What follows belongs to an exercise in optimizing a design on an open flow for a short achievable clock period and few clock cycles; a production flow would make more cautious choices. No activity file was given, so power comes from the tool's default toggle rates.

==> build 57 <==
// mips_core
module mips_core (
  input  wire logic        CLK,
  input  wire logic        nRST,
  input  wire logic        ihit,
  input  wire logic        dhit,
  input  wire logic [31:0] imem_load,
  input  wire logic [31:0] dmem_load,
  output logic      [31:0] imem_addr,
  output logic             imem_ren,
  output logic      [31:0] dmem_addr,
  output logic      [31:0] dmem_store,
  output logic             dmem_ren,
  output logic             dmem_wen,
  output logic             halt
);
==> flow/config.mk <==
export PLATFORM = sky130hd
export DESIGN_NAME = mips_core
export DESIGN_NICKNAME = mips_core
export VERILOG_FILES = /design/flow/design.v
export SDC_FILE = /design/flow/constraint.sdc
export NUM_CORES = 4
export LEC_CHECK = 0
export CAP_MARGIN = 20
export CORE_MARGIN = 2
export CORE_UTILIZATION = 25
export PLACE_DENSITY = 0.35
export SETUP_SLACK_MARGIN = 5
export SLEW_MARGIN = 20
==> flow/constraint.sdc <==
create_clock -name core_clock -period 10.0 [get_ports {CLK}]
set_input_delay 2.0000 -clock core_clock [delete_from_list [all_inputs] [get_ports {CLK}]]
set_output_delay 2.0000 -clock core_clock [all_outputs]
set_load 0.01 [all_outputs]
run.sh (not shown) runs the stock make flow with config.mk's settings and CLKGATE_MAP_FILE= SYNTH_SCRIPT=/design/flow/synth_recipe.tcl, a recipe that flattens the netlist after the stock synthesis.
==> inputs of build 67, as changes to build 57 <==
--- a/flow/design.v
+++ b/flow/design.v
@@ -137,15 +137,15 @@
   logic        ifail_q, dfail_q, halt_q, iren_q;
   logic        d_valid, d_pt;
   logic [31:0] d_instr, d_pc, d_alt, d_rsv, d_rtv;
   logic        e_valid, e_wr, e_ren, e_wen, e_halt, e_isbr, e_bne, e_pt;
   logic        e_isjr;
-  logic        e_fa_m, e_fa_w, e_fb_m, e_fb_w;
-  logic        e_useimm, e_sub;
+  logic        e_fa_m, e_fb_m;
+  logic        e_useimm, e_sub, e_fbx_m, e_jr_or;
   logic        r_add, r_and, r_or, r_xor, r_nor, r_slt, r_sltu, r_sll, r_srl, r_const;
   logic [4:0]  e_dest, e_sh;
-  logic [31:0] e_rs, e_rt, e_imm, e_const, e_alt, e_pc;
+  logic [31:0] e_rs, e_rt, e_bx, e_const, e_alt, e_pc;
   logic        m_wr, m_ren, m_wen;
   logic [4:0]  m_dest;
   logic [31:0] m_res, m_store, m_pc;
   logic        w_wr;
   logic [4:0]  w_dest;
@@ -161,11 +161,23 @@
   assign f_op  = imem_load[31:26];
   assign f_isj = (f_op == 6'h02) || (f_op == 6'h03);
   assign f_pt  = ((f_op == 6'h04) && imem_load[15]) || (f_op == 6'h05);
   assign f_redir = f_isj || f_pt;
   assign f_jt  = {pc4[31:28], imem_load[25:0], 2'b00};
-  assign f_bt  = pc4 + {{14{imem_load[15]}}, imem_load[15:0], 2'b00};
+  logic [16:0] f_lo;
+  logic [13:0] hi_m1, hi_p1;
+  assign f_lo  = {1'b0, pc4[17:2]} + {1'b0, imem_load[15:0]};
+  assign hi_m1 = pc4[31:18] - 14'd1;
+  assign hi_p1 = pc4[31:18] + 14'd1;
+  always_comb begin
+    case ({f_lo[16], imem_load[15]})
+      2'b10:   f_bt[31:18] = hi_p1;
+      2'b01:   f_bt[31:18] = hi_m1;
+      default: f_bt[31:18] = pc4[31:18];
+    endcase
+    f_bt[17:0] = {f_lo[15:0], 2'b00};
+  end
   assign f_tgt = f_isj ? f_jt : f_bt;
   assign f_alt = f_pt ? pc4 : f_bt;
   logic [4:0]  f_rs, f_rt;
   logic [31:0] f_rsv, f_rtv;
   assign f_rs  = imem_load[25:21];
@@ -225,36 +237,36 @@
   assign rf_rt = bm_rt ? m_res : (bw_rt ? w_res : (bx_rt ? x_res : d_rtv));
   assign e_rs_hz = e_wr && (e_dest == d_rs);
   assign e_rt_hz = e_wr && (e_dest == d_rt);
   assign ml_rs   = m_ren && m_wr && (m_dest == d_rs);
   assign ml_rt   = m_ren && m_wr && (m_dest == d_rt);
-  logic ld_hazard, fa_m, fa_w, fb_m, fb_w;
+  logic ld_hazard, fa_m, fb_m, d_sub, r_or_d;
+  assign d_sub  = (d_ralu && (d_fn == 6'h23 || d_fn == 6'h2a || d_fn == 6'h2b)) || (d_op == 6'h0a);
+  assign r_or_d = (d_ralu && d_fn == 6'h25) || (d_op == 6'h0d);
   assign ld_hazard = d_valid && e_ren && (e_dest != 5'd0) &&
                      ((d_use_rs && d_rs == e_dest) || (d_use_rt && d_rt == e_dest));
   assign fa_m = e_rs_hz;
-  assign fa_w = !fa_m && ml_rs;
   assign fb_m = e_rt_hz;
-  assign fb_w = !fb_m && ml_rt;
   logic        d_jr_go, d_br_go, d_eq, d_taken, d_mis;
   logic [31:0] d_tgt;
-  assign d_jr_go = d_valid && d_isjr && !ld_hazard && !ml_rs;
+  assign d_jr_go = d_valid && d_isjr && !ld_hazard && !ml_rs && !(e_rs_hz && !e_jr_or);
   assign d_br_go = d_valid && d_br && !ld_hazard && !e_rs_hz && !e_rt_hz && !ml_rs && !ml_rt;
   assign d_eq    = (rf_rs == rf_rt);
   assign d_taken = (d_op == 6'h05) ? !d_eq : d_eq;
   assign d_mis   = d_br_go && (d_taken != d_pt);
   logic [31:0] fwd_rs, fwd_rt, alu_b, b_eff, sum, res;
   logic        cout, eq, taken, e_redir, lt_s, lt_u;
   logic [31:0] e_tgt;
-  assign fwd_rs = e_fa_m ? m_res : (e_fa_w ? w_res : e_rs);
-  assign fwd_rt = e_fb_m ? m_res : (e_fb_w ? w_res : e_rt);
-  assign alu_b  = e_useimm ? e_imm : fwd_rt;
-  assign b_eff  = e_sub ? ~alu_b : alu_b;
+  assign fwd_rs = e_fa_m ? m_res : e_rs;
+  assign fwd_rt = e_fb_m ? m_res : e_rt;
+  assign b_eff  = e_fbx_m ? (m_res ^ {32{e_sub}}) : e_bx;
+  assign alu_b  = b_eff;
   assign {cout, sum} = {1'b0, fwd_rs} + {1'b0, b_eff} + {32'd0, e_sub};
   assign lt_u = !cout;
   logic r_sub_w;
   assign r_sub_w = e_sub && !r_slt && !r_sltu;
-  assign lt_s = (fwd_rs[31] != alu_b[31]) ? fwd_rs[31] : sum[31];
+  assign lt_s = (fwd_rs[31] == b_eff[31]) ? fwd_rs[31] : sum[31];
   always_comb begin
     res = 32'd0;
     if (r_add | r_sub_w) res = res | sum;
     if (r_and)   res = res | (fwd_rs & alu_b);
     if (r_or)    res = res | (fwd_rs | alu_b);
@@ -264,40 +276,41 @@
     if (r_sltu)  res = res | {31'd0, lt_u};
     if (r_sll)   res = res | (fwd_rt << e_sh);
     if (r_srl)   res = res | (fwd_rt >> e_sh);
     if (r_const) res = res | e_const;
   end
-  logic eq_mw, eq_mr, eq_wr, eq_rm, eq_rw, eq_rr;
-  assign eq_mw = (m_res == w_res);
+  logic eq_mr, eq_rm, eq_rr;
   assign eq_mr = (m_res == e_rt);
-  assign eq_wr = (w_res == e_rt);
   assign eq_rm = (e_rs == m_res);
-  assign eq_rw = (e_rs == w_res);
   assign eq_rr = (e_rs == e_rt);
   always_comb begin
-    if (e_fa_m)      eq = e_fb_m ? 1'b1 : (e_fb_w ? eq_mw : eq_mr);
-    else if (e_fa_w) eq = e_fb_m ? eq_mw : (e_fb_w ? 1'b1 : eq_wr);
-    else             eq = e_fb_m ? eq_rm : (e_fb_w ? eq_rw : eq_rr);
+    if (e_fa_m) eq = e_fb_m ? 1'b1 : eq_mr;
+    else        eq = e_fb_m ? eq_rm : eq_rr;
   end
   assign taken = e_bne ? !eq : eq;
+  logic [31:0] e_orc;
+  assign e_orc = r_const ? e_const : (fwd_rs | b_eff);
   assign e_redir = e_valid && ((e_isbr && (taken != e_pt)) || e_isjr);
   assign e_tgt   = e_isjr ? fwd_rs : e_alt;
   logic fail;
   assign fail = (m_ren || m_wen) && !dhit;
   logic halting, f_take, d_redir;
   assign halting = (d_valid && d_halt) || (e_valid && e_halt) || halt_q;
   assign d_redir = (d_jr_go || d_mis) && !e_redir && !dfail_q;
   assign f_take  = !halting && !e_redir && !dfail_q && !ifail_q && !d_redir && !ld_hazard;
-  logic [31:0] pc_next;
+  logic [31:0] pc_next, early_tgt, late_tgt;
+  logic        early_sel;
+  assign early_sel = dfail_q || e_redir || ifail_q || d_redir;
   always_comb begin
-    if (dfail_q)      pc_next = w_pc;
-    else if (e_redir) pc_next = e_tgt;
-    else if (ifail_q) pc_next = f_pc_q;
-    else if (d_redir) pc_next = d_isjr ? (e_rs_hz ? res : rf_rs) : d_alt;
-    else if (!f_take) pc_next = pc;
-    else if (f_redir) pc_next = f_tgt;
-    else              pc_next = pc4;
+    if (dfail_q)      early_tgt = w_pc;
+    else if (e_redir) early_tgt = e_tgt;
+    else if (ifail_q) early_tgt = f_pc_q;
+    else              early_tgt = d_isjr ? (e_rs_hz ? e_orc : rf_rs) : d_alt;
+    if (halting || ld_hazard) late_tgt = pc;
+    else if (f_redir)         late_tgt = f_tgt;
+    else                      late_tgt = pc4;
+    pc_next = early_sel ? early_tgt : late_tgt;
   end
   logic d_hold, e_load_d;
   assign d_hold   = ld_hazard;
   assign e_load_d = d_valid && !ld_hazard && !e_redir && !dfail_q && !fail;
   always_ff @(posedge CLK, negedge nRST) begin
@@ -359,19 +372,19 @@
     e_pt     <= d_pt;
     e_alt    <= d_alt;
     e_pc     <= d_pc;
     e_dest   <= d_dest;
     e_sh     <= d_instr[10:6];
-    e_rs     <= rf_rs;
-    e_rt     <= rf_rt;
+    e_rs     <= ml_rs ? dmem_load : rf_rs;
+    e_rt     <= ml_rt ? dmem_load : rf_rt;
+    e_bx     <= ((d_iimm || d_lw || d_sw) ? d_imm : (ml_rt ? dmem_load : rf_rt)) ^ {32{d_sub}};
     e_fa_m   <= fa_m;
-    e_fa_w   <= fa_w;
     e_fb_m   <= fb_m;
-    e_fb_w   <= fb_w;
-    e_imm    <= d_imm;
+    e_fbx_m  <= fb_m && !(d_iimm || d_lw || d_sw);
     e_useimm <= d_iimm || d_lw || d_sw;
-    e_sub    <= (d_ralu && (d_fn == 6'h23 || d_fn == 6'h2a || d_fn == 6'h2b)) || (d_op == 6'h0a);
+    e_jr_or  <= r_or_d || (d_op == 6'h0f) || d_jal;
+    e_sub    <= d_sub;
     r_add    <= (d_ralu && d_fn == 6'h21) || (d_op == 6'h09) || d_lw || d_sw;
     r_and    <= (d_ralu && d_fn == 6'h24) || (d_op == 6'h0c);
     r_or     <= (d_ralu && d_fn == 6'h25) || (d_op == 6'h0d);
     r_xor    <= (d_ralu && d_fn == 6'h26) || (d_op == 6'h0e);
     r_nor    <= (d_ralu && d_fn == 6'h27);
==> qor summary <==
Status: build 57 no timing/DRC/antenna violations; build 67 no timing/DRC/antenna violations
Worst Min Path Start: build 57 u_datapath.m_pc[10]; build 67 u_datapath.e_pc[5]
Maximum number of pins on one net before global-route repair: build 57 153; build 67 154
Power spent charging and discharging nets: build 57 5.46 mW; build 67 5.59 mW
M1 wire length: build 57 223 mm; build 67 194 mm
Share of cell area taken by flip-flops and latches: build 57 37.8%; build 67 39.7%
Multi-input logic cell count: build 57 5,278; build 67 5,174
Clock power frac: build 57 43.2%; build 67 42.9%
Startpoint of the lowest-slack register-to-register path: build 57 u_datapath.e_sh[0]; build 67 u_datapath.pc[2]
Worst setup slack after layout: build 57 4.85 ns; build 67 4.24 ns
Global Route met1 Usage: build 57 40.1%; build 67 34.2%
Routed WL: build 57 528 mm; build 67 482 mm
Count of nets after finishing: build 57 8,235; build 67 7,832
Combinational fraction of design power: build 57 14.3%; build 67 15.4%
Count of different cell masters after synthesis: build 57 99; build 67 84
Via density per instance: build 57 5.99; build 67 5.81
F_max: build 57 194 MHz; build 67 174 MHz
Footprint of the multi-input gates: build 57 0.0442 mm2; build 67 0.0421 mm2
Clock latency reported for the late side of the worst-skew pair: build 57 0.95 ns; build 67 0.94 ns
Via count of the first global-routing pass: build 57 73,500; build 67 69,700
Fraction of cell area in non-clock buffers: build 57 6.28%; build 67 4.63%
TritonCTS sink count: build 57 1,637; build 67 1,660
Global Route met2 Usage: build 57 44.8%; build 67 44.1%
Routed wire length on met3: build 57 48.9 mm; build 67 33.6 mm
Leakage Power: build 57 45.0 nW; build 67 42.5 nW
Worst clock skew: build 57 0.0608 ns; build 67 0.0829 ns
Function was not checked in any run of this note: the RTL went through the layout flow alone.

## re-timing with driven ports
The results above use ideal ports. As a check the final layouts listed here were re-extracted and re-timed, cells and wires unchanged. Step 1, drivers: a clkbuf_16 drives CLK and a buf_2 each remaining input, both assumed. Step 2 also shifts input and output timing later by t, the mid clock arrival at the registers, as if the neighbouring blocks saw the same clock. Three values: ideal, step 1, step 2; two values: the first two.
run | shift t [ns] | setup slack, ns | worst data-port slew with drivers (ns) | pins driven straight from the clock port
build 57 | 1.023 | 4.846 / 4.846 / 3.954 | 0.17 | 1
build 67 | 1.004 | 4.240 / 4.306 / 3.302 | 0.19 | 1
After both steps every run listed still meets setup and hold. The setup slack of build 67, which loses most, moves by +0.066 ns with the drivers and by -0.938 ns with both steps.
